Context: an optimization exercise on an open-source flow, tuned for small area. The choices shown serve that exercise and are no tape-out recipe. In this exercise RTL edits were held to simulation tests only and were not proved equivalent to the original. The flow treats the clock pin as an ideal source, which a real chip does not have. Power is estimated from default activity; no workload was simulated.

==> flow/design.v <==
package comms_pkg;
  localparam logic [7:0] OP_WRITE_ALL = 8'h00;
  localparam logic [7:0] OP_READ      = 8'h04;
  localparam int unsigned CLKS_PER_BIT_DEFAULT = 25;
  typedef enum logic [2:0] {
    StIdle,
    StHdr1,
    StHdr2,
    StWrite,
    StRead
  } ctrl_state_e;
  typedef enum logic [1:0] {
    TxStart,
    TxData,
    TxStop
  } tx_phase_e;
  typedef enum logic [2:0] {
    RxIdle,
    RxStart,
    RxData,
    RxStop,
    RxBreak
  } rx_state_e;
  localparam logic [4:0] CNT_FIRST      = 5'd1;
  localparam logic [4:0] CNT_HALF_FIRST = 5'd31;
  localparam logic [4:0] CNT_LAST       = 5'd29;
  function automatic logic [4:0] cnt_step(input logic [4:0] s);
    cnt_step = {s[3:0], s[4] ^ s[2]};
  endfunction
  function automatic int unsigned idx_width(input int unsigned n);
    if (n > 1) idx_width = $clog2(n);
    else       idx_width = 1;
  endfunction
endpackage
module uart_rx
#(
  parameter int unsigned CLKS_PER_BIT = comms_pkg::CLKS_PER_BIT_DEFAULT
) (
  input  logic       clk_i,
  input  logic       rst_ni,
  input  logic       rxd_i,
  output logic [7:0] byte_o,
  output logic       byte_valid_o
);
  localparam int unsigned CntW = 5;
  localparam logic [3:0] PosIdle  = 4'd0;
  localparam logic [3:0] PosStart = 4'd1;
  localparam logic [3:0] PosStop  = 4'd2;
  localparam logic [3:0] PosBreak = 4'd3;
  logic            rx_meta_q;
  logic            rx_sync_q;
  logic [3:0]      pos_q;
  logic [CntW-1:0] cnt_q;
  logic [7:0]      shift_q;
  logic            valid_q;
  logic            cnt_last;
  assign cnt_last = (cnt_q == comms_pkg::CNT_LAST);
  always_ff @(posedge clk_i or negedge rst_ni) begin
    if (!rst_ni) begin
      rx_meta_q <= 1'b1;
      rx_sync_q <= 1'b1;
    end else begin
      rx_meta_q <= rxd_i;
      rx_sync_q <= rx_meta_q;
    end
  end
  always_ff @(posedge clk_i or negedge rst_ni) begin
    if (!rst_ni) begin
      pos_q   <= PosIdle;
      valid_q <= 1'b0;
    end else begin
      valid_q <= 1'b0;
      if (pos_q[3]) begin
        if (cnt_last) begin
          pos_q <= (pos_q[2:0] == 3'd7) ? PosStop : pos_q + 1'b1;
        end
      end else begin
        unique case (pos_q[1:0])
          2'd0: begin
            if (!rx_sync_q) begin
              pos_q <= PosStart;
            end
          end
          2'd1: begin
            if (cnt_last) begin
              pos_q <= rx_sync_q ? PosIdle : 4'd8;
            end
          end
          2'd2: begin
            if (cnt_last) begin
              valid_q <= rx_sync_q;
              pos_q   <= rx_sync_q ? PosIdle : PosBreak;
            end
          end
          default: begin
            if (rx_sync_q) begin
              pos_q <= PosIdle;
            end
          end
        endcase
      end
    end
  end
  always_ff @(posedge clk_i) begin
    if (pos_q == PosIdle) begin
      cnt_q <= comms_pkg::CNT_HALF_FIRST;
    end else if (cnt_last) begin
      cnt_q <= comms_pkg::CNT_FIRST;
    end else begin
      cnt_q <= comms_pkg::cnt_step(cnt_q);
    end
    if (pos_q[3] && cnt_last) begin
      shift_q <= {rx_sync_q, shift_q[7:1]};
    end
  end
  assign byte_o       = shift_q;
  assign byte_valid_o = valid_q;
endmodule
module top_level
#(
  parameter int unsigned DATA_ADDRS   = 2,
  parameter int unsigned WORD_BYTES   = 128,
  parameter int unsigned CLKS_PER_BIT = comms_pkg::CLKS_PER_BIT_DEFAULT
) (
  input  logic clk_100mhz,
  input  logic sys_rst,
  input  logic uart_rxd,
  output logic uart_txd
);
  localparam int unsigned     SlotW   = comms_pkg::idx_width(WORD_BYTES);
  localparam int unsigned     CntW    = 5;
  logic [7:0] rx_byte;
  logic       rx_valid;
  uart_rx #(
    .CLKS_PER_BIT(CLKS_PER_BIT)
  ) u_uart_rx (
    .clk_i       (clk_100mhz),
    .rst_ni      (sys_rst),
    .rxd_i       (uart_rxd),
    .byte_o      (rx_byte),
    .byte_valid_o(rx_valid)
  );
  localparam logic [SlotW-1:0] SlotLast = 7'h40;
  function automatic logic [SlotW-1:0] lfsr_step(input logic [SlotW-1:0] s);
    lfsr_step = {s[SlotW-2:0], s[SlotW-1] ^ s[SlotW-2] ^ (s[SlotW-2:0] == '0)};
  endfunction
  logic [WORD_BYTES-1:0] ring_q [2*8];
  logic [SlotW-1:0]      slot_q;      
  comms_pkg::ctrl_state_e state_q;
  logic [SlotW:0]   idx_q;
  logic             pend_q;       
  logic             valid_q;      
  logic [CntW-1:0]  tx_cnt_q;
  logic [3:0]       tx_pos_q;
  logic [7:0]       buf_q;        
  logic             txd_q;
  logic             hit_cur_q;    
  logic             hit_prev;     
  logic [SlotW-1:0] slot_step;
  logic [SlotW-1:0] idx_step;
  logic [7:0]       tap;
  always_comb begin
    hit_prev  = (slot_q == idx_q[SlotW-1:0]);
    slot_step = lfsr_step(slot_q);
    idx_step  = lfsr_step(idx_q[SlotW-1:0]);
    for (int b = 0; b < 8; b++) begin
      tap[b] = idx_q[SlotW] ? ring_q[8+b][WORD_BYTES-1] : ring_q[b][WORD_BYTES-1];
    end
  end
  always_ff @(posedge clk_100mhz) begin
    for (int w = 0; w < 2; w++) begin
      for (int b = 0; b < 8; b++) begin
        ring_q[w*8+b] <= {ring_q[w*8+b][WORD_BYTES-2:0],
                          (pend_q && hit_cur_q && (idx_q[SlotW] == w[0])) ? buf_q[b]
                                                                         : ring_q[w*8+b][WORD_BYTES-1]};
      end
    end
  end
  always_ff @(posedge clk_100mhz or negedge sys_rst) begin
    if (!sys_rst) begin
      slot_q <= '0;
    end else begin
      slot_q <= slot_step;
    end
  end
  always_ff @(posedge clk_100mhz) begin
    hit_cur_q <= hit_prev;
  end
  always_ff @(posedge clk_100mhz) begin
    for (int b = 0; b < 8; b++) begin
      if (state_q == comms_pkg::StWrite) begin
        if (rx_valid) begin
          buf_q[b] <= rx_byte[b];
        end
      end else if (state_q == comms_pkg::StHdr2 || state_q == comms_pkg::StRead) begin
        if ((tx_pos_q > 4'(b)) ? hit_cur_q : hit_prev) begin
          buf_q[b] <= tap[b];
        end
      end
    end
  end
  always_ff @(posedge clk_100mhz or negedge sys_rst) begin
    if (!sys_rst) begin
      state_q <= comms_pkg::StIdle;
      pend_q  <= 1'b0;
      valid_q <= 1'b0;
      txd_q   <= 1'b1;
    end else begin
      if (pend_q && hit_cur_q) begin
        pend_q <= 1'b0;
      end
      unique case (state_q)
        comms_pkg::StIdle: begin
          if (rx_valid) begin
            state_q <= comms_pkg::StHdr1;
          end
        end
        comms_pkg::StHdr1: begin
          if (rx_valid) begin
            state_q <= comms_pkg::StHdr2;
          end
        end
        comms_pkg::StHdr2: begin
          if (rx_valid) begin
            if (tx_pos_q[1]) begin
              valid_q <= 1'b1;
              state_q <= comms_pkg::StWrite;
            end else if (tx_pos_q[0]) begin
              txd_q   <= 1'b0;
              state_q <= comms_pkg::StRead;
            end else begin
              state_q <= comms_pkg::StIdle;
            end
          end
        end
        comms_pkg::StWrite: begin
          if (rx_valid) begin
            pend_q <= 1'b1;
            if (idx_q == {1'b1, SlotLast}) begin
              state_q <= comms_pkg::StIdle;
            end
          end
        end
        comms_pkg::StRead: begin
          if (tx_cnt_q == comms_pkg::CNT_LAST) begin
            if (tx_pos_q == 4'd9) begin
              if (idx_q[SlotW-1:0] == '0) begin
                state_q <= comms_pkg::StIdle;
              end else begin
                txd_q <= 1'b0;
              end
            end else begin
              txd_q <= tx_pos_q[3] | (buf_q[tx_pos_q[2:0]] & valid_q);
            end
          end
        end
        default: state_q <= comms_pkg::StIdle;
      endcase
    end
  end
  always_ff @(posedge clk_100mhz) begin
    if (pend_q && hit_cur_q) begin
      idx_q <= {idx_q[SlotW] ^ (idx_q[SlotW-1:0] == SlotLast), idx_step};
    end
    unique case (state_q)
      comms_pkg::StIdle: begin
        if (rx_valid) begin
          tx_pos_q <= {2'b10, rx_byte == comms_pkg::OP_WRITE_ALL, rx_byte == comms_pkg::OP_READ};
        end
      end
      comms_pkg::StHdr1: begin
        if (rx_valid) begin
          idx_q    <= {rx_byte[0], {SlotW{1'b0}}};
        end
      end
      comms_pkg::StHdr2: begin
        if (rx_valid) begin
          idx_q[SlotW] <= tx_pos_q[0] & idx_q[SlotW];
        end
        if (rx_valid && tx_pos_q[0]) begin
          idx_q[SlotW-1:0] <= idx_step;
          tx_cnt_q <= comms_pkg::CNT_FIRST;
          tx_pos_q <= '0;
        end
      end
      comms_pkg::StRead: begin
        if (tx_cnt_q != comms_pkg::CNT_LAST) begin
          tx_cnt_q <= comms_pkg::cnt_step(tx_cnt_q);
        end else begin
          tx_cnt_q <= comms_pkg::CNT_FIRST;
          if (tx_pos_q == 4'd9) begin
            if (idx_q[SlotW-1:0] != '0) begin
              idx_q[SlotW-1:0] <= idx_step;
              tx_pos_q <= '0;
            end
          end else begin
            tx_pos_q <= tx_pos_q + 1'b1;
          end
        end
      end
      default: ;
    endcase
  end
  assign uart_txd = txd_q;
endmodule
export LEC_CHECK = 0
export ABC_CLOCK_PERIOD_IN_PS = 100000
export CAP_MARGIN = 20
export CORE_MARGIN = 2
export CORE_UTILIZATION = 70
export PLACE_DENSITY = 0.8
export SLEW_MARGIN = 20
create_clock -name core_clock -period 10.0 [get_ports {clk_100mhz}]
standard.sh (not shown) runs the stock make flow with config.mk's settings and CLKGATE_MAP_FILE= SYNTH_SCRIPT=/design/flow/synth_recipe.tcl, a recipe that flattens the netlist after the stock synthesis.
==> flow/flow/run.sh <==
#!/bin/bash
# Standard layout, with clock tree synthesis options of our own.
export CTS_ARGS="-sink_clustering_enable -repair_clock_nets -buf_list sky130_fd_sc_hd__clkbuf_8 -root_buf sky130_fd_sc_hd__clkbuf_16 -sink_clustering_size 18 -sink_clustering_max_diameter 45 -dont_use_dummy_load"
bash standard.sh > flow_standard.log 2>&1
The first run completed with no timing, DRC or antenna violations.
Then changed:
ABC_AREA = 1   (was not set)
ABC_CLOCK_PERIOD_IN_PS = not set   (was 100000)
=> Via count is higher by 8.3%; sequential share of layout area went down by 0.56 points; final area came out higher by 0.63%.
Then changed:
==> flow/flow/run.sh (replaced) <==
#!/bin/bash
# Standard layout, with clock tree synthesis options of our own and a post-CTS step that
# upsizes the clock buffers whose flip-flop pins would see too slow a clock edge.
export CTS_ARGS="-sink_clustering_enable -repair_clock_nets -buf_list sky130_fd_sc_hd__clkbuf_8 -root_buf sky130_fd_sc_hd__clkbuf_16 -sink_clustering_size 24 -sink_clustering_max_diameter 55 -dont_use_dummy_load"
export POST_CTS_TCL="$PWD/flow/fix_clk.tcl"
export FIX_CLK_SLEW=0.112
bash standard.sh > flow_standard.log 2>&1
==> flow/flow/fix_clk.tcl (new file) <==
# After clock tree synthesis: upsize each clock buffer whose flip-flop clock pins would see a
# slew above FIX_CLK_SLEW (ns, placement-estimated parasitics) to the strongest clock buffer,
# then legalize the placement again.
set fix_limit $::env(FIX_CLK_SLEW)
set fix_big sky130_fd_sc_hd__clkbuf_16
for {set pass 0} {$pass < 2} {incr pass} {
  estimate_parasitics -placement
  set fix_n 0
  foreach b [get_cells -filter "ref_name =~ sky130_fd_sc_hd__clkbuf_*"] {
    if {[get_property $b ref_name] == $fix_big} { continue }
    set y [get_pins -of_objects $b -filter "direction == output"]
    set mx 0
    foreach p [get_pins -of_objects [get_nets -of_objects $y] -filter "direction == input"] {
      if {![string match */CLK [get_full_name $p]]} { continue }
      set s [get_property $p slew_max]
      if {$s > $mx} { set mx $s }
    }
    if {$mx > $fix_limit} {
      puts "fix_clk: [get_full_name $b] slew $mx -> $fix_big"
      replace_cell $b $fix_big
      incr fix_n
    }
  }
  puts "fix_clk: pass $pass upsized $fix_n"
  if {$fix_n == 0} { break }
  detailed_placement
}
check_placement -verbose
estimate_parasitics -placement
ABC_AREA = not set   (was 1)
What happened:
- utilization rises by 0.51 points
- synthesized area went down by 0.77%
- via count shrinks by 3.4%
- setup slack degrades by 0.0060 ns
- register-to-register slack loses 0.26 ns
- sequential share of layout area falls by 0.27 points
Then changed:
==> flow/flow/run.sh (replaced) <==
#!/bin/bash
# Standard layout, with clock tree synthesis options of our own.
export CTS_ARGS="-sink_clustering_enable -repair_clock_nets -buf_list sky130_fd_sc_hd__clkbuf_8 -root_buf sky130_fd_sc_hd__clkbuf_16 -sink_clustering_size 19 -sink_clustering_max_diameter 60 -dont_use_dummy_load"
bash standard.sh > flow_standard.log 2>&1
removed: flow/flow/fix_clk.tcl
The changed run produced a clean layout.
Cell count rises by 0.76%.
Non-clock buffer count does not change.
Sequential cell count does not change.
Final area falls by 1.3%.
Die area stays the same.
First-iteration DRC count falls by 33%.
Register-to-register slack is better by 0.21 ns.
Via count falls by 4.8%.
Total power falls by 6.7%.
Global-route usage falls by 6.0 points.
Then changed:
==> flow/flow/run.sh (replaced) <==
#!/bin/bash
# Standard layout, with clock tree synthesis options of our own.
export CTS_ARGS="-sink_clustering_enable -repair_clock_nets -buf_list sky130_fd_sc_hd__clkbuf_8 -root_buf sky130_fd_sc_hd__clkbuf_16 -sink_clustering_size 18 -sink_clustering_max_diameter 45 -dont_use_dummy_load"
bash standard.sh > flow_standard.log 2>&1
PLACE_DENSITY = 0.85   (was 0.8)
Global-route usage came out higher by 1.5 points.
Routed wire length grows by 8.8%.
Design area increases by 0.33%.
Register-to-register slack degrades by 0.08 ns.
Area after synthesis does not change.

static timing again, ports no longer ideal:
No port has a modelled driver above. Below, the same layouts with a new extraction and two added sets of constraints.
Step 1: set_driving_cell puts a clkbuf_16 on clk_100mhz and a buf_2 on each other input, an assumption about the parent block.
Step 2 moves the port delays by t, midway between the first and last clock arrival at a register: inputs arrive t later, outputs are due t later. That takes back most of the time a late clock gives input paths.
a / b / c = ideal / step 1 / step 2; a / b = the first two.
| run | t (ns) | setup WS [ns] | worst setup path at the end | worst register clock-pin slew, ns |
|---|---|---|---|---|
| the first run | 0.694 | 6.303 / 6.241 / 6.935 | register to output | 0.11 / 0.11 |
| the second run | 0.698 | 6.288 / 6.223 / 6.920 | register to output | 0.11 / 0.11 |
| the third run | 0.712 | 6.282 / 6.215 / 6.926 | register to output | 0.12 / 0.12 |
| the fourth run | 0.697 | 6.296 / 6.235 / 6.932 | register to output | 0.12 / 0.12 |
| the fifth run | 0.695 | 6.374 / 6.311 / 6.812 | input, reset recovery | 0.11 / 0.11 |
After both steps every run listed still meets setup and hold. Setup slack includes reset recovery checks.
